Context: an optimization exercise on an open-source flow, tuned for small area, a short achievable clock period and few clock cycles per item. The choices shown serve that exercise and are no tape-out recipe. Function was not checked in any run shown here: the RTL went through the layout flow alone.

**flow/design.v**
```verilog
package alu_pkg;
  localparam int unsigned DATA_W = 32;
  localparam int unsigned OP_W   = 4;
  localparam int unsigned SH_W   = 5;
  localparam logic [OP_W-1:0] OP_LRS  = 4'b0000;
  localparam logic [OP_W-1:0] OP_LLS  = 4'b0001;
  localparam logic [OP_W-1:0] OP_ARS  = 4'b0010;
  localparam logic [OP_W-1:0] OP_ALS  = 4'b0011;
  localparam logic [OP_W-1:0] OP_ADD  = 4'b0100;
  localparam logic [OP_W-1:0] OP_SUB  = 4'b0101;
  localparam logic [OP_W-1:0] OP_MUL  = 4'b0110;
  localparam logic [OP_W-1:0] OP_AND  = 4'b1000;
  localparam logic [OP_W-1:0] OP_OR   = 4'b1001;
  localparam logic [OP_W-1:0] OP_NOR  = 4'b1010;
  localparam logic [OP_W-1:0] OP_NAND = 4'b1011;
  localparam logic [OP_W-1:0] OP_XOR  = 4'b1100;
  localparam int unsigned MUL_K     = 4;
  localparam int unsigned MUL_STEPS = DATA_W / MUL_K;
  localparam int unsigned MUL_CNT_W = 3;   
endpackage
import alu_pkg::*;
module alu_arbiter_dec
(
  input  logic [OP_W-1:0] alu_op,
  output logic [11:0]     ctl_c       
);
  logic [3:0] lut;
  always_comb begin
    case (alu_op)
      OP_AND:  lut = 4'b1000;
      OP_OR:   lut = 4'b1110;
      OP_NOR:  lut = 4'b0001;
      OP_NAND: lut = 4'b0111;
      OP_XOR:  lut = 4'b0110;
      default: lut = 4'b0000;
    endcase
    ctl_c = {lut,
             (alu_op == 4'b0111) || (alu_op == 4'b1101) || (alu_op == 4'b1110) ||
             (alu_op == 4'b1111),
             alu_op == OP_MUL,
             alu_op[1],
             alu_op == OP_ARS,
             (alu_op == OP_LLS) || (alu_op == OP_ALS),
             (alu_op == OP_LRS) || (alu_op == OP_ARS),
             alu_op[0],
             (alu_op == OP_ADD) || (alu_op == OP_SUB)};
  end
endmodule
module alu_arbiter_alu
(
  input  logic [DATA_W-1:0] op1,
  input  logic [DATA_W-1:0] op2,
  input  logic [11:0]       ctl,        
  output logic [DATA_W-1:0] result_c,   
  output logic              ovf_c,      
  output logic              add_bx31_c   
);
  logic              s_add, s_shr, s_shl, s_mul, sub, ars, als;
  logic [3:0]        lut;
  logic [DATA_W-1:0] b_x;
  logic [DATA_W-1:0] sum;
  logic [DATA_W-1:0] p0, gg, gp;
  logic              fill;
  logic [DATA_W-1:0] x;
  logic [DATA_W-1:0] mask;
  logic              drop_or;    
  logic              drop_and;   
  logic              sh_ovf;
  logic [DATA_W-1:0] logic_r;
  logic [DATA_W-1:0] shl_r;
  always_comb begin
    {lut, s_mul, als, ars, s_shl, s_shr, sub, s_add} = {ctl[11:8], ctl[6:0]};
    b_x = op2 ^ {DATA_W{sub}};
    p0  = op1 ^ b_x;
    gg  = op1 & b_x;
    gp  = p0;
    gg[0] = gg[0] | (p0[0] & sub);
    for (int l = 0; (1 << l) < DATA_W; l++)
      for (int i = 0; i < DATA_W; i++)
        if (i & (1 << l)) begin
          gg[i] = gg[i] | (gp[i] & gg[((i >> l) << l) - 1]);
          gp[i] = gp[i] & gp[((i >> l) << l) - 1];
        end
    sum      = p0 ^ {gg[DATA_W-2:0], sub};
    add_bx31_c = b_x[DATA_W-1];
    fill = ars & op1[DATA_W-1];
    for (int i = 0; i < DATA_W; i++) x[i] = s_shl ? op1[DATA_W-1-i] : op1[i];
    drop_or  = 1'b0;
    drop_and = 1'b1;
    for (int k = SH_W - 1; k >= 0; k--) begin
      mask = DATA_W'((64'd1 << (1 << k)) - 64'd1);
      if (op2[k]) begin
        drop_or  = drop_or | (|(x & mask));
        drop_and = drop_and & (&(x | ~mask));
        x        = (x >> (1 << k)) | ({DATA_W{fill}} & ~({DATA_W{1'b1}} >> (1 << k)));
      end
    end
    for (int i = 0; i < DATA_W; i++) shl_r[i] = x[DATA_W-1-i];
    sh_ovf = als ? !((drop_and & x[0]) | (!drop_or & !x[0])) : drop_or;
    for (int i = 0; i < DATA_W; i++) logic_r[i] = lut[{op1[i], op2[i]}];
    result_c = logic_r
             | ({DATA_W{s_add}} & sum)
             | ({DATA_W{s_shr}} & x)
             | ({DATA_W{s_shl}} & shl_r)
             | ({DATA_W{s_mul}} & op2);
    ovf_c    = s_shl & sh_ovf;
  end
endmodule
module alu_arbiter_mul
(
  input  logic [DATA_W-1:0]       op1,
  input  logic [DATA_W-1:0]       mpl,
  input  logic                    prev,
  input  logic [DATA_W-1:0]       hi,
  output logic [DATA_W+MUL_K-1:0] acc_c
);
  localparam int N = DATA_W + MUL_K;
  always_comb begin
    logic [MUL_K:0]  bx;
    logic            neg0, neg1, one, two;
    logic [DATA_W:0] pp0, pp1;
    logic [N-1:0]    hx, r0, r1, ps, pc;
    logic [N-1:0]    gg, gp, p0;
    bx = {mpl[MUL_K-1:0], prev};
    neg0 = bx[2];
    one  = bx[1] ^ bx[0];
    two  = (bx[2] & !bx[1] & !bx[0]) | (!bx[2] & bx[1] & bx[0]);
    pp0  = (({(DATA_W+1){one}} & {op1[DATA_W-1], op1}) | ({(DATA_W+1){two}} & {op1, 1'b0}))
           ^ {(DATA_W+1){neg0}};
    neg1 = bx[4];
    one  = bx[3] ^ bx[2];
    two  = (bx[4] & !bx[3] & !bx[2]) | (!bx[4] & bx[3] & bx[2]);
    pp1  = (({(DATA_W+1){one}} & {op1[DATA_W-1], op1}) | ({(DATA_W+1){two}} & {op1, 1'b0}))
           ^ {(DATA_W+1){neg1}};
    hx = {{MUL_K{hi[DATA_W-1]}}, hi};
    r0 = {{(MUL_K-1){pp0[DATA_W]}}, pp0};
    r1 = {{(MUL_K-3){pp1[DATA_W]}}, pp1, 2'b00};
    r1[1] = neg1;
    ps = hx ^ r0 ^ r1;
    pc = {((hx[N-2:0] & r0[N-2:0]) | (hx[N-2:0] & r1[N-2:0]) | (r0[N-2:0] & r1[N-2:0])), 1'b0};
    ps[0] = hx[0];
    pc[0] = r0[0];
    pc[1] = neg1;
    p0 = ps ^ pc;
    gg = ps & pc;
    gp = p0;
    gg[0] = gg[0] | (p0[0] & neg0);
    for (int l = 0; (1 << l) < N; l++)
      for (int i = (2 << l) - 1; i < N; i += (2 << l)) begin
        gg[i] = gg[i] | (gp[i] & gg[i - (1 << l)]);
        gp[i] = gp[i] & gp[i - (1 << l)];
      end
    for (int l = 5; l >= 0; l--)
      for (int i = 3 * (1 << l) - 1; i < N; i += (2 << l)) begin
        if ((1 << l) < N) begin
          gg[i] = gg[i] | (gp[i] & gg[i - (1 << l)]);
          gp[i] = gp[i] & gp[i - (1 << l)];
        end
      end
    acc_c = p0 ^ {gg[N-2:0], neg0};
  end
endmodule
import alu_pkg::*;
module alu_arbiter
#(
  parameter int unsigned RR_INIT = 0
) (
  input  logic              clk,
  input  logic              resetn,
  input  logic              req0_valid,
  output logic              req0_ready,
  input  logic [DATA_W-1:0] req0_op1,
  input  logic [DATA_W-1:0] req0_op2,
  input  logic [OP_W-1:0]   req0_alu_op,
  input  logic              req1_valid,
  output logic              req1_ready,
  input  logic [DATA_W-1:0] req1_op1,
  input  logic [DATA_W-1:0] req1_op2,
  input  logic [OP_W-1:0]   req1_alu_op,
  output logic              rsp0_valid,
  input  logic              rsp0_ready,
  output logic              rsp1_valid,
  input  logic              rsp1_ready,
  output logic [DATA_W-1:0] rsp_result,
  output logic              rsp_zero,
  output logic              rsp_ovf,
  output logic              rsp_err,
  output logic              busy
);
  localparam int unsigned CNT_W = MUL_CNT_W;
  logic              busy_q;
  logic              mul_q;     
  logic [CNT_W-1:0]  cnt_q;
  logic              gid;
  logic              last;
  logic [DATA_W-1:0] res_q;     
  logic              ovf_q;     
  logic              add_q;     
  logic              bx31_q;    
  logic              err_q;
  logic              s_mul_q;   
  logic [DATA_W-1:0] a_q;       
  logic [DATA_W-1:0] hi_q;      
  logic              prev_q;    
  logic              grant_c;
  logic              hs_c;
  logic              take_c;
  logic [DATA_W-1:0] a_in, b_in;
  logic [DATA_W-1:0] alu_result_c;
  logic              alu_ovf_c, alu_bx31_c;
  logic [11:0]       ctl0_c, ctl1_c, ctl_in;
  logic [DATA_W+MUL_K-1:0] acc_c;
  always_comb begin
    grant_c    = (req0_valid && req1_valid) ? ~last : req1_valid;
    req0_ready = resetn && !busy_q && req0_valid && !grant_c;
    req1_ready = resetn && !busy_q && req1_valid && grant_c;
    hs_c       = req0_ready || req1_ready;
    a_in       = grant_c ? req1_op1 : req0_op1;
    b_in       = grant_c ? req1_op2 : req0_op2;
    ctl_in     = grant_c ? ctl1_c : ctl0_c;
    take_c     = (rsp0_valid && rsp0_ready) || (rsp1_valid && rsp1_ready);
    busy       = busy_q;
  end
  alu_arbiter_dec u_dec0 (.alu_op (req0_alu_op), .ctl_c (ctl0_c));
  alu_arbiter_dec u_dec1 (.alu_op (req1_alu_op), .ctl_c (ctl1_c));
  alu_arbiter_alu u_alu (
    .op1      (a_in),
    .op2      (b_in),
    .ctl      (ctl_in),
    .result_c (alu_result_c),
    .ovf_c    (alu_ovf_c),
    .add_bx31_c (alu_bx31_c)
  );
  alu_arbiter_mul u_mul (
    .op1   (a_q),
    .mpl   (res_q),
    .prev  (prev_q),
    .hi    (hi_q),
    .acc_c (acc_c)
  );
  always_comb begin
    rsp_result = res_q;
    rsp_zero   = ~|res_q;
    rsp_ovf    = s_mul_q ? !((~|hi_q & !res_q[DATA_W-1]) | (&hi_q & res_q[DATA_W-1]))
               : add_q   ? ((a_q[DATA_W-1] == bx31_q) && (res_q[DATA_W-1] != a_q[DATA_W-1]))
               : ovf_q;
    rsp_err    = err_q;
  end
  always_ff @(posedge clk or negedge resetn) begin
    if (!resetn) begin
      busy_q     <= 1'b0;
      mul_q      <= 1'b0;
      cnt_q      <= '0;
      gid        <= 1'b0;
      last       <= (RR_INIT == 0) ? 1'b1 : 1'b0;
      rsp0_valid <= 1'b0;
      rsp1_valid <= 1'b0;
    end else begin
      if (hs_c) begin
        busy_q     <= 1'b1;
        gid        <= grant_c;
        last       <= grant_c;
        mul_q      <= ctl_in[6];
        cnt_q      <= '0;
        rsp0_valid <= !ctl_in[6] && !grant_c;
        rsp1_valid <= !ctl_in[6] && grant_c;
      end else if (mul_q) begin
        cnt_q <= cnt_q + 1'b1;
        if (cnt_q == CNT_W'(MUL_STEPS - 1)) begin
          mul_q      <= 1'b0;
          rsp0_valid <= !gid;
          rsp1_valid <= gid;
        end
      end else if (take_c) begin
        busy_q     <= 1'b0;
        rsp0_valid <= 1'b0;
        rsp1_valid <= 1'b0;
      end
    end
  end
  always_ff @(posedge clk) begin
    if (!busy_q) begin
      res_q   <= alu_result_c;
      ovf_q   <= alu_ovf_c;
      add_q   <= ctl_in[0];
      bx31_q  <= alu_bx31_c;
      err_q   <= ctl_in[7];
      s_mul_q <= ctl_in[6];
      a_q     <= a_in;
      hi_q    <= '0;
      prev_q  <= 1'b0;
    end else if (mul_q) begin
      hi_q   <= acc_c[DATA_W+MUL_K-1:MUL_K];
      res_q  <= {acc_c[MUL_K-1:0], res_q[DATA_W-1:MUL_K]};
      prev_q <= res_q[MUL_K-1];
    end
  end
endmodule
```
**flow/flow/run.sh**
```bash
#!/bin/bash
# The standard layout (standard.sh: ORFS from synthesis to the final layout), with two
# changes to how timing repair works; the SDC, clock period and everything else are unchanged:
#  - every port still gets its own buffer, but the smallest one (buf_1); repair resizes those on
#    critical paths.
# make's full output goes to flow_make.log; ORFS keeps each step's log under orfs/logs/.
set -euo pipefail
cd "$(dirname "$0")/.."
MARGIN=$(cat flow/margin.txt)
sed -E "s/ 'SETUP_SLACK_MARGIN=[^']*'//; s/ SETUP_SLACK_MARGIN=[^ ]+//; s/(make -C [^ ]+ )/\1SETUP_SLACK_MARGIN=${MARGIN} 'BUFFER_PORTS_ARGS=-buffer_cell sky130_fd_sc_hd__buf_1' /" standard.sh > standard_margin.sh
grep -q "SETUP_SLACK_MARGIN=${MARGIN} 'BUFFER_PORTS_ARGS" standard_margin.sh
bash standard_margin.sh > flow_make.log 2>&1
```
**flow/flow/margin.txt**
```
6.0
```
**flow/standard.sh**
```bash
#!/bin/bash
# synth_recipe.tcl (not shown) runs the flow's synth.tcl, then flattens the netlist and writes it again
# the make line also repeats each setting of config.mk as NAME=value (left out here)
make -C /OpenROAD-flow-scripts/flow DESIGN_CONFIG=/design/flow/config.mk WORK_HOME=/design/flow/orfs CLKGATE_MAP_FILE= SYNTH_SCRIPT=/design/flow/synth_recipe.tcl "${@:-finish}"
```
**flow/config.mk**
```make
export PLATFORM = sky130hd
export DESIGN_NAME = alu_arbiter
export DESIGN_NICKNAME = alu_arbiter
export VERILOG_FILES = /design/flow/design.v
export SDC_FILE = /design/flow/constraint.sdc
export NUM_CORES = 4
export LEC_CHECK = 0
export ABC_AREA = 1
export CAP_MARGIN = 20
export CORE_MARGIN = 2
export CORE_UTILIZATION = 45
export SETUP_SLACK_MARGIN = 5
export SLEW_MARGIN = 20
export TNS_END_PERCENT = 0
```
**flow/constraint.sdc**
```tcl
create_clock -name core_clock -period 11.5 [get_ports {clk}]
set_input_delay 2.3000 -clock core_clock [delete_from_list [all_inputs] [get_ports {clk}]]
set_output_delay 2.3000 -clock core_clock [all_outputs]
set_load 0.01 [all_outputs]
```
==> results.toml, run 1 <==
[floorplanning]
fp.dieH_um = 184.7
io_pins = 182
dieArea_um2 = 34100
rows = 66
start_util_pct = 45.37
die_w_um = 184.7
coreArea_um2 = 32370

[synth]
synth-edff-count = 69
synth_most_common_cell = "nand2_1"
synth_area_leaders = "nand3_1 15%, edfxtp_1 14%, nand2_1 12%, fa_1 7.6%, xor2_1 6.4%"
syn_avg_cell_area_um2 = 6.583
syn_area_um2 = 14690
async_flop_share_pct = 8.108
synth_seq_area_share_pct = 20.15
synth.distinct_cells = 56
synth_cells = 2231
synth_largest_area_cell = "nand3_1"
ys_top_cells_by_count = "458 x nand2_1, 437 x nand3_1, 232 x inv_1, 151 x nor2_1, 120 x o21ai_0"
synth_warnings = 4
synth_flop_cell = "edfxtp_1"
synth-seq-cells = 111
syn_nets = 2493
yosysTopAreaCellShare_pct = 14.89

[worst_setup_path]
timing.rr.start = "res_q[1]$_DFFE_PP_"
cp_top_family = "compound AO/OA/AOI/OAI gates"
end_kind = "flip-flop"
path_buf_inv = 3
cp_data_required_time_ps = 11630
reg2reg_slack_ps = 6190
start_kind = "primary input"
worst-setup-path-type = "in -> reg"
crit_cells = 18
worstSetupEndpoint = "res_q[9]$_DFFE_PP_"
path_max_fanout = 13
worstSetupStartpoint = "req0_valid"
critical-path-max-stage-delay_ps = 420
cp.arrival_ps = 5640
cp_cell_sequence = "buf_4, nand2_8, nand2_8, bufbuf_16, o21ai_1, xor2_1, ha_1, a21o_1, nand3_1, nand3_4, fa_1, xor2_1, nand2_1, nand2_1, a211oi_2, nand3_1, o21ai_0, inv_1"
cp_slowest_cell = "fa_1"
timing.rr.end = "hi_q[25]$_SDFFE_PN0P_"
r2r_cells = 25

[clock_network]
cts_buffers = 9
cts_hold_buffers = 0
clockBufferDepth = 2
cts_tree = "built"
insertion_delay_ps = 370
h-tree-depth = 3
cts_root_buf = "clkbuf_16"
clk_pin_slew_worst_paths_ps = 80
cts_sinks = 111

[global_route]
grt_start_max_net_pins = 50
overflow = 0
grt_use_total_pct = 35.59
antenna_found_initial = 0
grt_busiest_layer = "met2"
grt_pass1_vias = 15470
met1_usage_pct = 45.02
met2_usage_pct = 59.50
grt_pass1_wl_mm = 91.25
grt_util_met3_pct = 3.596

[timing]
rsz0062_at_grt = "yes"
finalCriticalPeriod_ps = 5507
setup_violations = 0
fin_tns_setup_ps = 0
hold_viol_final = 0
period_share_pct = 47.89
whs_ps = 483.7
slew_violations = 0
slew_headroom_pct = 29.00
max_slew.worst_pin.slew_ps = 1054
clock_skew_ps = 9.387
timing.fmax_ghz = 0.1816

[placement]
portBuffers = 181
dp_hpwl_mm = 45.63
gp_congestion = 1.012

[finish]
n_antenna_cell = 0
drive_above_1_share_pct = 5.431
final_nets = 2614
syn_to_final_growth_pct = 12.22

[flow_run]
maxCapViolCount = 0

[detailed_routing]
firstDrtPassIters = 6
ant_nets = 0
drt_iter0_drc = 1996
via_count = 16660
viasPerCell = 5.951
wl_mm = 60.90
drc = 0
wl_per_cell_um = 21.76

[run_status]
status = "no timing/DRC/antenna violations"

[worst_hold_path]
hold_path.class = "reg -> reg"
## final cells by class
| class | instances | area (µm²) |
|---|---|---|
| sequential | 111 | 2959 |
| clock inverter | 7 | 105.1 |
| fill | 3421 | 15890 |
| multi-input combinational | 1762 | 10470 |
| inverter | 242 | 915.9 |
| timing repair buffer | 226 | 1251 |
| clock buffer | 9 | 225.2 |
| tap | 442 | 553.0 |
## routing by layer
| metal | wire length, µm | part of all wire, % |
|---|---|---|
| met1 | 24130 | 40 |
| met5 | 0 | 0 |
| met2 | 28260 | 46 |
| met4 | 3908 | 6.4 |
| met3 | 4604 | 7.6 |
## cells by family after synthesis
logic type / Yosys count / share of synthesized area (%)
buffers and inverters: 362 / 10.04
and+or+nand+nor: 1142 / 34.42
xor gates and xnor gates: 119 / 7.097
DFF: 111 / 20.15
AOI/OAI and AO/OA: 376 / 15.15
muxes: 1 / 0.06816
adders and majority gates: 120 / 13.09
## worst reg2reg max path: cells and delay by family (launching register included)
kind | cells | cell delay, ps
xor+xnor | 2 | 310
flops | 1 | 360
compound gates | 3 | 790
buf+inv | 6 | 1200
simple gates | 11 | 1290
fa+ha+maj | 3 | 1260
## how the worst min path moves through the flow
stage,to,slack [ps],startpoint,depth (start not counted)
2_1_floorplan,cnt_q[0]$_DFFE_PN0N_,450,cnt_q[0]$_DFFE_PN0N_,1
3_3_place_gp,cnt_q[0]$_DFFE_PN0N_,460,cnt_q[0]$_DFFE_PN0N_,1
3_5_place_dp,cnt_q[0]$_DFFE_PN0N_,470,cnt_q[0]$_DFFE_PN0N_,1
4_1_cts,cnt_q[0]$_DFFE_PN0N_,490,cnt_q[0]$_DFFE_PN0N_,1
5_1_grt,cnt_q[0]$_DFFE_PN0N_,520,cnt_q[0]$_DFFE_PN0N_,1
6_report,cnt_q[0]$_DFFE_PN0N_,480,cnt_q[0]$_DFFE_PN0N_,1
## cell usage in the layout (no fill, tap or decap), drive strengths merged, types with 56 or more instances in the layout
cell type	instances
nor2	154
xor2	107
inv	242
buf	221
nand2	469
nand3	437
a21oi	93
o22ai	66
o21ai	133
edfxtp	69
fa	56
ha	64
## registers in the layout, summed over array words and instances, names as in the netlist, 3 cells and up
name	cells
cnt_q	3
a_q	32
hi_q	32
res_q	32
## repair_timing
item,in CTS,in global routing
gates resized for setup,47,15
endpoints found under the setup margin,35,43
pin swaps,6,3
setup buffers,13,0
gates cloned,8,1
hold endpoints to repair,0,0
## stage by stage
step,setup slack (ps),utilization [%],cell area (µm²),cells
after CTS,5996,50.65,16400,2798
after detailed placement,3963,48.29,15630,2761
after floorplan,6015,-,14750,2231
after global routing,5833,50.91,16480,2799
final,5993,50.91,16480,2799
after global placement,4025,48.29,15630,2761
==> inputs of run 2 (changes only) <==
--- a/flow/design.v
+++ b/flow/design.v
@@ -53,2 +53,5 @@
   input  logic [11:0]       ctl,        
+  input  logic              hold,       
+  input  logic              mul_sh,     
+  input  logic [DATA_W-1:0] mul_res,
   output logic [DATA_W-1:0] result_c,   
@@ -99,8 +102,10 @@
     sh_ovf = als ? !((drop_and & x[0]) | (!drop_or & !x[0])) : drop_or;
+    lut = lut & {4{!hold}};
     for (int i = 0; i < DATA_W; i++) logic_r[i] = lut[{op1[i], op2[i]}];
     result_c = logic_r
-             | ({DATA_W{s_add}} & sum)
-             | ({DATA_W{s_shr}} & x)
-             | ({DATA_W{s_shl}} & shl_r)
-             | ({DATA_W{s_mul}} & op2);
+             | ({DATA_W{s_add & !hold}} & sum)
+             | ({DATA_W{s_shr & !hold}} & x)
+             | ({DATA_W{s_shl & !hold}} & shl_r)
+             | ({DATA_W{s_mul & !hold}} & op2)
+             | ({DATA_W{mul_sh}} & mul_res);
     ovf_c    = s_shl & sh_ovf;
@@ -229,2 +234,5 @@
     .ctl      (ctl_in),
+    .hold     (busy_q),
+    .mul_sh   (mul_q),
+    .mul_res  ({acc_c[MUL_K-1:0], res_q[DATA_W-1:MUL_K]}),
     .result_c (alu_result_c),
@@ -243,3 +251,3 @@
     rsp_zero   = ~|res_q;
-    rsp_ovf    = s_mul_q ? !((~|hi_q & !res_q[DATA_W-1]) | (&hi_q & res_q[DATA_W-1]))
+    rsp_ovf    = s_mul_q ? (hi_q != {DATA_W{res_q[DATA_W-1]}})
                : add_q   ? ((a_q[DATA_W-1] == bx31_q) && (res_q[DATA_W-1] != a_q[DATA_W-1]))
@@ -281,4 +289,6 @@
   always_ff @(posedge clk) begin
+    if (!busy_q || mul_q) res_q <= alu_result_c;
+  end
+  always_ff @(posedge clk) begin
     if (!busy_q) begin
-      res_q   <= alu_result_c;
       ovf_q   <= alu_ovf_c;
@@ -293,3 +303,2 @@
       hi_q   <= acc_c[DATA_W+MUL_K-1:MUL_K];
-      res_q  <= {acc_c[MUL_K-1:0], res_q[DATA_W-1:MUL_K]};
       prev_q <= res_q[MUL_K-1];
==> run 2 against run 1 <==
  * Core utilization is 0.67 points higher
  * Hold slack better by 18 ps
  * Die area rose by 2.7%
  * Routed wire length up 7.7%
  * Still clean
  * Maximum frequency decreased by 1.4%
==> results.toml, run 2 <==
[worst_setup_path]
crit_top_cell = "nand2_8"
path_buf_inv = 4
cp_top_family = "buffers and inverters"
cp_slowest_cell = "clkbuf_4"
worstSetupStartpoint = "req0_valid"
cp_data_required_time_ps = 9200
path_max_fanout = 6
crit_cells = 7
r2r_cells = 24
end_kind = "output port"
timing.rr.start = "res_q[1]$_DFFE_PP_"
worst-setup-path-type = "in -> out"
start_kind = "primary input"
cp.arrival_ps = 3280
cp_cell_sequence = "clkbuf_4, nand2_8, buf_12, nand2_8, buf_4, nor2_4, clkbuf_2"
critical-path-max-stage-delay_ps = 180

[synth]
synthMuxAreaShare_pct = 0.1327
synthSimpleGateAreaFrac_pct = 35.36
ys_top_cells_by_count = "505 x nand2_1, 422 x nand3_1, 227 x inv_1, 129 x o21ai_0, 105 x xor2_1"
synthAdderAreaFrac_pct = 12.74
synth-seq-cells = 111
yosysTopAreaCellShare_pct = 14.00
synth_top_family_by_area = "simple AND/OR/NAND/NOR gates"
synth_largest_area_cell = "nand3_1"
synth-edff-count = 69
synth_seq_area_share_pct = 19.62
synth_area_leaders = "nand3_1 14%, edfxtp_1 14%, nand2_1 13%, fa_1 7.4%, xor2_1 6.1%"
synth_xor_area_share_pct = 6.851
synth_warnings = 4
synth_cells = 2286
synth.distinct_cells = 60
synth_flop_cell = "edfxtp_1"
syn_avg_cell_area_um2 = 6.599
synth_most_common_cell = "nand2_1"
synth_compound_area_share_pct = 15.18
async_flop_share_pct = 8.108
syn_nets = 2548
syn_area_um2 = 15090

[clock_network]
clk_pin_slew_worst_paths_ps = 90
cts_root_buf = "clkbuf_16"
cts_tree = "built"
h-tree-depth = 3
cts_sinks = 111
clockBufferDepth = 2
insertion_delay_ps = 390
cts_buffers = 9

[global_route]
grt_pass1_wl_mm = 96.33
antenna_found_initial = 2
grt_use_total_pct = 36.33
grt_pass1_vias = 15650
overflow = 0
grt_start_max_net_pins = 49

[finish]
final_nets = 2693
stdcell_area_um2 = 17170
final_common_cell = "nand2_1"
n_antenna_cell = 0
fill_cells = 3417
drive_above_1_share_pct = 9.319
final_cell_mix = "489 x nand2_1, 421 x nand3_1, 224 x inv_1"
top_regs = "a_q (32), hi_q (32), res_q (32)"
syn_to_final_growth_pct = 13.80

[placement]
gp_congestion = 1.037
dpl_cell_area_um2 = 15970
portBuffers = 181
dp_hpwl_mm = 47.52

[floorplanning]
start_util_pct = 45.33
die_w_um = 187.1
rows = 67
coreArea_um2 = 33280
dieArea_um2 = 35000
fp.dieH_um = 187.1
io_pins = 182

[detailed_routing]
drc = 0
ant_nets = 0
drt_iter0_drc = 2023
firstDrtPassIters = 8
wl_per_cell_um = 22.74
wl_mm = 65.57
via_count = 17290
viasPerCell = 5.997

[flow_run]
maxCapViolCount = 0

[timing]
setup_violations = 0
rsz0062_at_grt = "yes"
finalCriticalPeriod_ps = 5585
slew_headroom_pct = 29.01
clock_skew_ps = 21.50
hold_viol_final = 0
period_share_pct = 48.56
fin_tns_setup_ps = 0
max_slew.worst_pin.slew_ps = 1062
timing.fmax_ghz = 0.1791
slew_violations = 0

[worst_hold_path]
min_from = "cnt_q[2]$_DFFE_PN0N_"
hold_path_depth = 2
hold_path.class = "reg -> reg"

[run_status]
status = "no timing/DRC/antenna violations"
==> run 2: changes by cell type in the layout (fill, tap and decap cells not counted), moves of 7 or more <==
cell / previous run / this run
o2111ai_1: 12 / 5
nor2_1: 149 / 96
o211ai_1: 27 / 6
buf_4: 34 / 52
and2_1: 12 / 0
nand2_1: 452 / 489
nand2_8: 2 / 9
or2_2: 3 / 19
o21ai_0: 112 / 121
nand2_2: 10 / 31
nand4_1: 23 / 41
o31ai_1: 2 / 11
a21oi_1: 88 / 97
nand3_1: 435 / 421
==> run 2: worst register-to-register path: stages, from the launching register on <==
cell      delay, ps
edfxtp_1        330
buf_4           370
clkinv_2        410
nand2_1         190
nand2_2         350
o22ai_1         290
xor2_1          230
fa_1            440
ha_1            330
a21oi_1         200
nor2_1           60
a211oi_1        170
nand2_1         140
nand2_1          90
nand2_1         110
nand2_1         110
nand2_1         140
nand2_1         100
nand2_1          90
nand2_1          90
nand2_1          60
fa_1            380
xnor2_1         130
o21ai_0         140
inv_1            60
==> run 2: cell families (layout without fill, tap and decap cells) <==
kind of cell	count (synthesis)	after routing
compound gates	394	394
xor+xnor	118	118
fa+ha+maj	120	120
buf+inv	366	510
flops	111	111
mux	2	2
simple gates	1175	1181
==> run 2: per-layer routing <==
| layer | track usage (%) | share of wire [%] | up-vias |
|---|---|---|---|
| met5 | 0 | 0.020 | - |
| met4 | 20.57 | 6.6 | 2 |
| met3 | 5.835 | 8.7 | 195 |
| met2 | 58.58 | 45 | 915 |
| met1 | 46.32 | 40 | 8087 |
| li1 | - | - | 8095 |
==> run 2: layout make-up <==
| type | count | area [µm²] | area share (%) |
|---|---|---|---|
| Multi-Input combinational cell | 1815 | 11010 | 64.11 |
| Sequential cell | 111 | 2960 | 17.24 |
| Timing Repair Buffer | 248 | 1388 | 8.083 |
| Inverter | 245 | 942.2 | 5.488 |
| Tap cell | 448 | 560.5 | 3.265 |
| Clock buffer | 10 | 250.2 | 1.458 |
| Clock inverter | 6 | 52.55 | 0.3061 |
| Timing Repair inverter | 1 | 8.758 | 0.05102 |
==> run 2: per-stage QoR <==
stage / hold WS [ps] / setup WS (ps) / util, % / cells
2_1_floorplan: 445.9 / 5588 / - / 2286
3_3_place_gp: 465.8 / 4420 / 47.98 / 2817
3_5_place_dp: 475.3 / 4283 / 47.98 / 2817
4_1_cts: 500.3 / 5769 / 49.83 / 2851
5_1_grt: 529.8 / 5876 / 51.58 / 2884
6_report: 501.7 / 5915 / 51.58 / 2884
==> run 2: final timing paths <==
kind | to | slack (ps)
max in group asynchronous | last$_DFFE_PN1N_ | 9480
hold / removal | cnt_q[2]$_DFFE_PN0N_ | 500
setup reg to reg | hi_q[31]$_SDFFE_PN0P_ | 6390
hold reg to reg | cnt_q[2]$_DFFE_PN0N_ | 500
min in group asynchronous | gid$_DFFE_PN0N_ | 1760
setup / recovery | req1_ready | 5920
==> run 2: what timing repair did <==
action                                  CTS  global route
setup buffers                            10            30
pin swaps                                 4            16
cloned                                    8             3
endpoints found under the setup margin   43            45
gates resized for setup                  24            71
hold buffers                              0             0
endpoints found under the hold margin     0             0
==> inputs of run 3 (changes only) <==
--- a/flow/design.v
+++ b/flow/design.v
@@ -53,5 +53,2 @@
   input  logic [11:0]       ctl,        
-  input  logic              hold,       
-  input  logic              mul_sh,     
-  input  logic [DATA_W-1:0] mul_res,
   output logic [DATA_W-1:0] result_c,   
@@ -102,10 +99,8 @@
     sh_ovf = als ? !((drop_and & x[0]) | (!drop_or & !x[0])) : drop_or;
-    lut = lut & {4{!hold}};
     for (int i = 0; i < DATA_W; i++) logic_r[i] = lut[{op1[i], op2[i]}];
     result_c = logic_r
-             | ({DATA_W{s_add & !hold}} & sum)
-             | ({DATA_W{s_shr & !hold}} & x)
-             | ({DATA_W{s_shl & !hold}} & shl_r)
-             | ({DATA_W{s_mul & !hold}} & op2)
-             | ({DATA_W{mul_sh}} & mul_res);
+             | ({DATA_W{s_add}} & sum)
+             | ({DATA_W{s_shr}} & x)
+             | ({DATA_W{s_shl}} & shl_r)
+             | ({DATA_W{s_mul}} & op2);
     ovf_c    = s_shl & sh_ovf;
@@ -209,3 +204,3 @@
   logic              prev_q;    
-  logic              grant_c;
+  logic              sel1_c;
   logic              hs_c;
@@ -218,9 +213,9 @@
   always_comb begin
-    grant_c    = (req0_valid && req1_valid) ? ~last : req1_valid;
-    req0_ready = resetn && !busy_q && req0_valid && !grant_c;
-    req1_ready = resetn && !busy_q && req1_valid && grant_c;
+    req0_ready = resetn && !busy_q && req0_valid && !(req1_valid && !last);
+    req1_ready = resetn && !busy_q && req1_valid && !(req0_valid && last);
+    sel1_c     = !req0_valid || (req1_valid && !last);
     hs_c       = req0_ready || req1_ready;
-    a_in       = grant_c ? req1_op1 : req0_op1;
-    b_in       = grant_c ? req1_op2 : req0_op2;
-    ctl_in     = grant_c ? ctl1_c : ctl0_c;
+    a_in       = sel1_c ? req1_op1 : req0_op1;
+    b_in       = sel1_c ? req1_op2 : req0_op2;
+    ctl_in     = sel1_c ? ctl1_c : ctl0_c;
     take_c     = (rsp0_valid && rsp0_ready) || (rsp1_valid && rsp1_ready);
@@ -234,5 +229,2 @@
     .ctl      (ctl_in),
-    .hold     (busy_q),
-    .mul_sh   (mul_q),
-    .mul_res  ({acc_c[MUL_K-1:0], res_q[DATA_W-1:MUL_K]}),
     .result_c (alu_result_c),
@@ -268,8 +260,8 @@
         busy_q     <= 1'b1;
-        gid        <= grant_c;
-        last       <= grant_c;
+        gid        <= sel1_c;
+        last       <= sel1_c;
         mul_q      <= ctl_in[6];
         cnt_q      <= '0;
-        rsp0_valid <= !ctl_in[6] && !grant_c;
-        rsp1_valid <= !ctl_in[6] && grant_c;
+        rsp0_valid <= !ctl_in[6] && !sel1_c;
+        rsp1_valid <= !ctl_in[6] && sel1_c;
       end else if (mul_q) begin
@@ -289,6 +281,4 @@
   always_ff @(posedge clk) begin
-    if (!busy_q || mul_q) res_q <= alu_result_c;
-  end
-  always_ff @(posedge clk) begin
     if (!busy_q) begin
+      res_q   <= alu_result_c;
       ovf_q   <= alu_ovf_c;
@@ -303,2 +293,3 @@
       hi_q   <= acc_c[DATA_W+MUL_K-1:MUL_K];
+      res_q  <= {acc_c[MUL_K-1:0], res_q[DATA_W-1:MUL_K]};
       prev_q <= res_q[MUL_K-1];
==> run 3 against run 2 <==
  * Still clean on timing, DRC and antenna
  * Hold slack got worse by 11 ps
  * Routed wire length fell by 6.9%
  * Global-route usage fell by 1.6 points
  * Register-to-register slack improved by 100 ps
  * Critical path type unchanged
  * Critical endpoint is now req0_ready
  * Highest routed layer is now met4
==> results.toml, run 3 <==
[run_status]
status = "no timing/DRC/antenna violations"

[global_route]
antenna_found_initial = 0
grt_start_max_net_pins = 67
overflow = 0
grt_pass1_vias = 15460
grt_use_total_pct = 34.72
grt_pass1_wl_mm = 89.72

[detailed_routing]
ant_nets = 0
via_count = 16940
wl_met3_mm = 4.709
drc = 0
dr.max_layer_used = "met4"
wl_per_cell_um = 21.62
firstDrtPassIters = 6
m1WireLength_mm = 24.30
dr_wl_met2_mm = 28.12
drt_iter0_drc = 1889
viasPerCell = 6.002
wl_mm = 61.01

[clock_network]
insertion_delay_ps = 370
h-tree-depth = 3
cts_tree = "built"
cts_sinks = 111
clockBufferDepth = 2
cts_hold_buffers = 0
cts_buffers = 9
clk_pin_slew_worst_paths_ps = 80
cts_root_buf = "clkbuf_16"

[worst_setup_path]
path_max_fanout = 8
timing.rr.start = "res_q[1]$_DFFE_PP_"
critical-path-max-stage-delay_ps = 200
start_kind = "primary input"
cp_data_required_time_ps = 9200
crit_top_cell = "nand2_8"
worstSetupEndpoint = "req0_ready"
timing.rr.end = "hi_q[22]$_SDFFE_PN0P_"
cp_cell_sequence = "buf_2, nand2_8, nand2_8, buf_4, nor2_2, buf_1"
reg2reg_slack_ps = 6490
end_kind = "output port"
worst-setup-path-type = "in -> out"
cp_slowest_cell = "buf_1"
worstSetupStartpoint = "req1_valid"
cp.arrival_ps = 3260
r2r_cells = 23

[floorplanning]
fp.dieH_um = 185.3
rows = 66
start_util_pct = 45.59
coreArea_um2 = 32450
die_w_um = 185.3
io_pins = 182
dieArea_um2 = 34340

[placement]
dp_hpwl_mm = 45.29
place_inst = 2775
portBuffers = 181
gp_congestion = 1.026

[synth]
synth_largest_area_cell = "nand3_1"
ys_top_cells_by_count = "464 x nand2_1, 446 x nand3_1, 238 x inv_1, 147 x nor2_1, 106 x xor2_1"
synth_seq_area_share_pct = 20.00
syn_nets = 2508
synth_cells = 2246
synth_most_common_cell = "nand2_1"
synth.distinct_cells = 55
syn_avg_cell_area_um2 = 6.587
synth-seq-cells = 111
synth_flop_cell = "edfxtp_1"
syn_area_um2 = 14790
synth_warnings = 4
synth-edff-count = 69
synth_area_leaders = "nand3_1 15%, edfxtp_1 14%, nand2_1 12%, fa_1 7.6%, xor2_1 6.3%"
async_flop_share_pct = 8.108
yosysTopAreaCellShare_pct = 15.09

[timing]
clock_skew_ps = 17.55
slew_headroom_pct = 20.28
period_share_pct = 48.36
fin_tns_setup_ps = 0
slew_violations = 0
max_slew.worst_pin.slew_ps = 1196
setup_violations = 0
timing.fmax_ghz = 0.1798
whs_ps = 490.4
hold_viol_final = 0
rsz0062_at_grt = "yes"
finalCriticalPeriod_ps = 5562

[finish]
top_regs = "a_q (32), hi_q (32), res_q (32)"
final_nets = 2637
post-route-util_pct = 51.25
stdcell_count = 2822
final_common_cell = "nand2_1"
syn_to_final_growth_pct = 12.43
drive_above_1_share_pct = 6.765
n_antenna_cell = 0
fill_cells = 3316
final_cell_mix = "452 x nand2_1, 445 x nand3_1, 235 x inv_1"

[worst_hold_path]
hold_path.class = "reg -> reg"

[flow_run]
maxCapViolCount = 0
run 3: changes by cell type in the layout (fill, tap and decap cells not counted), moves of 12 or more:
cell	delta
or2_2	-15
buf_4	-12
nor2_1	+50
nand2_1	-37
o211ai_1	+24
o21ai_0	-53
nand4_1	-18
o21ai_1	+30
nand3_1	+24
run 3: worst min-delay path by stage:
stage	startpoint	slack, ps	depth (start not counted)	endpoint
5_1_grt	cnt_q[0]$_DFFE_PN0N_	520	1	cnt_q[0]$_DFFE_PN0N_
3_5_place_dp	cnt_q[1]$_DFFE_PN0N_	480	2	cnt_q[1]$_DFFE_PN0N_
3_3_place_gp	cnt_q[1]$_DFFE_PN0N_	470	2	cnt_q[1]$_DFFE_PN0N_
4_1_cts	cnt_q[1]$_DFFE_PN0N_	500	2	cnt_q[1]$_DFFE_PN0N_
2_1_floorplan	cnt_q[1]$_DFFE_PN0N_	450	2	cnt_q[1]$_DFFE_PN0N_
6_report	cnt_q[1]$_DFFE_PN0N_	490	2	cnt_q[1]$_DFFE_PN0N_
run 3: timing repair:
action                                  CTS  global route
resized for setup                        16            49
gates cloned                              3             7
buffers inserted                          1            20
pin swaps                                 2            16
endpoints found under the setup margin   35            36
run 3: worst max-delay path: cells and delay by family:
kind / cells / cell delay, ps
buffers and inverters: 3 / 510
AND/OR/NAND/NOR: 3 / 450
run 3: final cells by class:
cell class              count  area, µm²  share of cell area, %
multi-input cells        1765      10590                  63.69
flip-flops and latches    111       2959                  17.79
repair buffers            234       1287                  7.740
inverters                 254      957.2                  5.754
well taps                 442      553.0                  3.325
clock buffers              10      229.0                  1.377
clock inverters             6      53.80                 0.3235
run 3: through the flow:
step / area (µm²) / worst slack (ps)
CTS: 16120 / 5723
global placement: 15720 / 4545
floorplan: 14890 / 5888
detailed placement: 15720 / 4401
global route: 16630 / 5877
finish: 16630 / 5938
run 3: kinds of logic after synthesis:
kind of cell,synth area share (%)
AND/OR/NAND/NOR,34.72
XOR/XNOR,6.808
adder cells (fa/ha/maj),12.99
flip-flops,20.00
AO/OA/AOI/OAI,15.05
buffers and inverters,10.43
run 3: per-layer routing:
layer,track usage [%],vias up
met5,0,-
met4,18.51,0
met3,3.107,173
met2,57.76,861
met1,44.62,7983
li1,-,7920
==> inputs of run 4 (changes only) <==
--- a/flow/design.v
+++ b/flow/design.v
@@ -216,3 +216,3 @@
     sel1_c     = !req0_valid || (req1_valid && !last);
-    hs_c       = req0_ready || req1_ready;
+    hs_c       = !busy_q && (req0_valid || req1_valid);
     a_in       = sel1_c ? req1_op1 : req0_op1;
==> run 4 against run 3 <==
  * Count of clock-buffer cells in the layout unchanged
  * Global-route usage increased by 0.29 points
  * Sequential share of layout area increased by 0.23 points
  * Die area increased by 0.39%
  * Synthesized cell count decreased by 0.36%
  * Critical path type unchanged
  * Largest cell class unchanged
==> results.toml, run 4 <==
[synth]
synth-seq-cells = 111
synth_warnings = 4
syn_avg_cell_area_um2 = 6.637
synth-edff-count = 69
synth_area_leaders = "nand3_1 15%, edfxtp_1 14%, nand2_1 11%, fa_1 7.5%, xor2_1 6.3%"
synth_most_common_cell = "nand3_1"
synth_cells = 2238
synth_seq_area_share_pct = 19.92
syn_area_um2 = 14850
synth_largest_area_cell = "nand3_1"
ys_top_cells_by_count = "451 x nand3_1, 445 x nand2_1, 233 x inv_1, 149 x nor2_1, 107 x xor2_1"
synth.distinct_cells = 59
async_flop_share_pct = 8.108
synth_flop_cell = "edfxtp_1"
yosysTopAreaCellShare_pct = 15.20
syn_nets = 2500

[timing]
clock_skew_ps = 17.26
timing.fmax_ghz = 0.1812
slew_violations = 0
rsz0062_at_grt = "yes"
max_slew.worst_pin.slew_ps = 836.7
fin_tns_setup_ps = 0
slew_headroom_pct = 44.22
period_share_pct = 48.00
finalCriticalPeriod_ps = 5520
hold_viol_final = 0
setup_violations = 0

[flow_run]
maxCapViolCount = 0

[floorplanning]
fp.dieH_um = 185.7
rows = 66
dieArea_um2 = 34480
coreArea_um2 = 32540
start_util_pct = 45.65
io_pins = 182
die_w_um = 185.7

[detailed_routing]
wl_per_cell_um = 21.41
drt_iter0_drc = 1884
wl_mm = 59.97
viasPerCell = 5.919
ant_nets = 0
via_count = 16580
drc = 0
firstDrtPassIters = 6

[global_route]
grt_pass1_vias = 15560
grt_pass1_wl_mm = 90.49
grt_use_total_pct = 35.01
grt_start_max_net_pins = 62
antenna_found_initial = 0
overflow = 0

[clock_network]
cts_sinks = 111
h-tree-depth = 3
clk_pin_slew_worst_paths_ps = 80
cts_tree = "built"
clockBufferDepth = 2
insertion_delay_ps = 380
cts_buffers = 9
cts_root_buf = "clkbuf_16"

[placement]
gp_congestion = 0.9736
dp_hpwl_mm = 45.80
portBuffers = 181

[worst_hold_path]
hold_path.class = "reg -> reg"
hold_path_depth = 1
min_from = "cnt_q[0]$_DFFE_PN0N_"

[worst_setup_path]
end_kind = "output port"
cp.arrival_ps = 3220
cp_data_required_time_ps = 9200
start_kind = "primary input"
worstSetupStartpoint = "req1_valid"
timing.rr.start = "res_q[1]$_DFFE_PP_"
reg2reg_slack_ps = 6410
path_max_fanout = 22
worst-setup-path-type = "in -> out"
r2r_cells = 24

[finish]
final_nets = 2616
final_common_cell = "nand3_1"
top_regs = "a_q (32), hi_q (32), res_q (32)"
syn_to_final_growth_pct = 10.58
post-route-util_pct = 50.48
n_antenna_cell = 0
drive_above_1_share_pct = 5.892
final_cell_mix = "450 x nand3_1, 441 x nand2_1, 231 x inv_1"

[run_status]
status = "no timing/DRC/antenna violations"
==> run 4: changes by cell type after synthesis, moves of 5 or more <==
cell       delta
inv_1         -5
nand2_1      -19
nand2_2      +16
nand3_1       +5
nand4_1       -7
nor3_1        -5
o2111ai_1     -5
o211ai_1     +11
o21ai_0      +12
o21ai_1      -12
o21bai_1      +5
==> run 4: logic make-up (layout without fill, tap and decap cells) <==
group / Yosys count / in the layout / synth area share (%)
xor gates and xnor gates: 119 / 119 / 7.068
AOI/OAI and AO/OA: 374 / 374 / 15.26
adders and majority gates: 120 / 120 / 12.94
buffers and inverters: 364 / 483 / 10.21
DFF: 111 / 111 / 19.92
and+or+nand+nor: 1150 / 1152 / 34.61
==> run 4: layer usage <==
layer	global-route usage, %	wire (µm)	vias to the layer above
li1	-	-	7846
met1	43.87	23870	7762
met2	59.00	28040	819
met3	3.835	4407	153
met4	19.15	3654	0
met5	0	0	-
==> run 4: final timing paths <==
path                                         endpoint
min in group asynchronous             gid$_DFFE_PN0P_
worst min-delay path             cnt_q[0]$_DFFE_PN0N_
max in group asynchronous            last$_DFFE_PN1P_
worst max register to register  hi_q[25]$_SDFFE_PN0P_
worst max-delay path                       req1_ready
worst min register to register   cnt_q[0]$_DFFE_PN0N_
==> run 4: worst max-delay path, cell delays in order <==
cell and delay (ps):
clkbuf_2 130, inv_1 80, nand2_4 90, nand2_8 130
nor2_2 160, inv_1 90, nor2_2 90, buf_1 160
==> run 4: timing repair <==
item                                    in CTS  in global routing
gates cloned                                 6                  1
gates resized for setup                     27                 15
pin swaps                                    4                  4
hold buffers                                 0                  0
endpoints found under the setup margin      42                 42
setup buffers                                6                  9
==> run 4: final cells by class <==
class                           count  area, µm²
Timing Repair Buffer              219       1174
Multi-Input combinational cell   1765      10520
Tap cell                          442      553.0
Clock inverter                      6      51.30
Fill cell                        3425      16110
Sequential cell                   111       2959
Clock buffer                       10      229.0
Inverter                          248      939.7
==> run 4: stage by stage <==
stage          hold WS [ps]  instances  setup WS [ps]  area (µm²)
2_1_floorplan         463.9       2238           5766       14900
3_5_place_dp          499.7       2763           4167       15680
5_1_grt               526.1       2801           5870       16420
6_report              512.8       2801           5980       16420
4_1_cts               512.5       2791           5909       16270
3_3_place_gp          490.4       2763           4324       15680

[port drivers added, routing unchanged]
The flow's constraints put no driver on any port. The routed layouts listed below were extracted and timed again, unchanged, in two steps. Step 1 assumes that a clkbuf_16 drives the clock port and a buf_2 every other input. Step 2 moves the port delays by t, midway between the first and last clock arrival at a register: inputs arrive t later, outputs are due t later. That takes back most of the time a late clock gives input paths. Three values: ideal, step 1, step 2; two values: the first two.
| run | shift t [ns] | setup slack, ns | latest minus earliest clock arrival (ns) | slew at the worst register clock pin (ns) |
|---|---|---|---|---|
| run 1 | 0.419 | 5.993 / 5.955 / 5.536 | 0.010 / 0.010 | 0.08 / 0.08 |
| run 2 | 0.435 | 5.915 / 5.885 / 5.534 | 0.022 / 0.021 | 0.09 / 0.09 |
| run 3 | 0.400 | 5.938 / 5.917 / 5.628 | 0.018 / 0.018 | 0.08 / 0.08 |
| run 4 | 0.414 | 5.980 / 5.946 / 5.613 | 0.017 / 0.017 | 0.08 / 0.08 |
After both steps setup and hold are still met in every run listed. For run 1, which loses most, drivers alone change the setup slack by -0.038 ns; drivers and shift together by -0.457 ns.
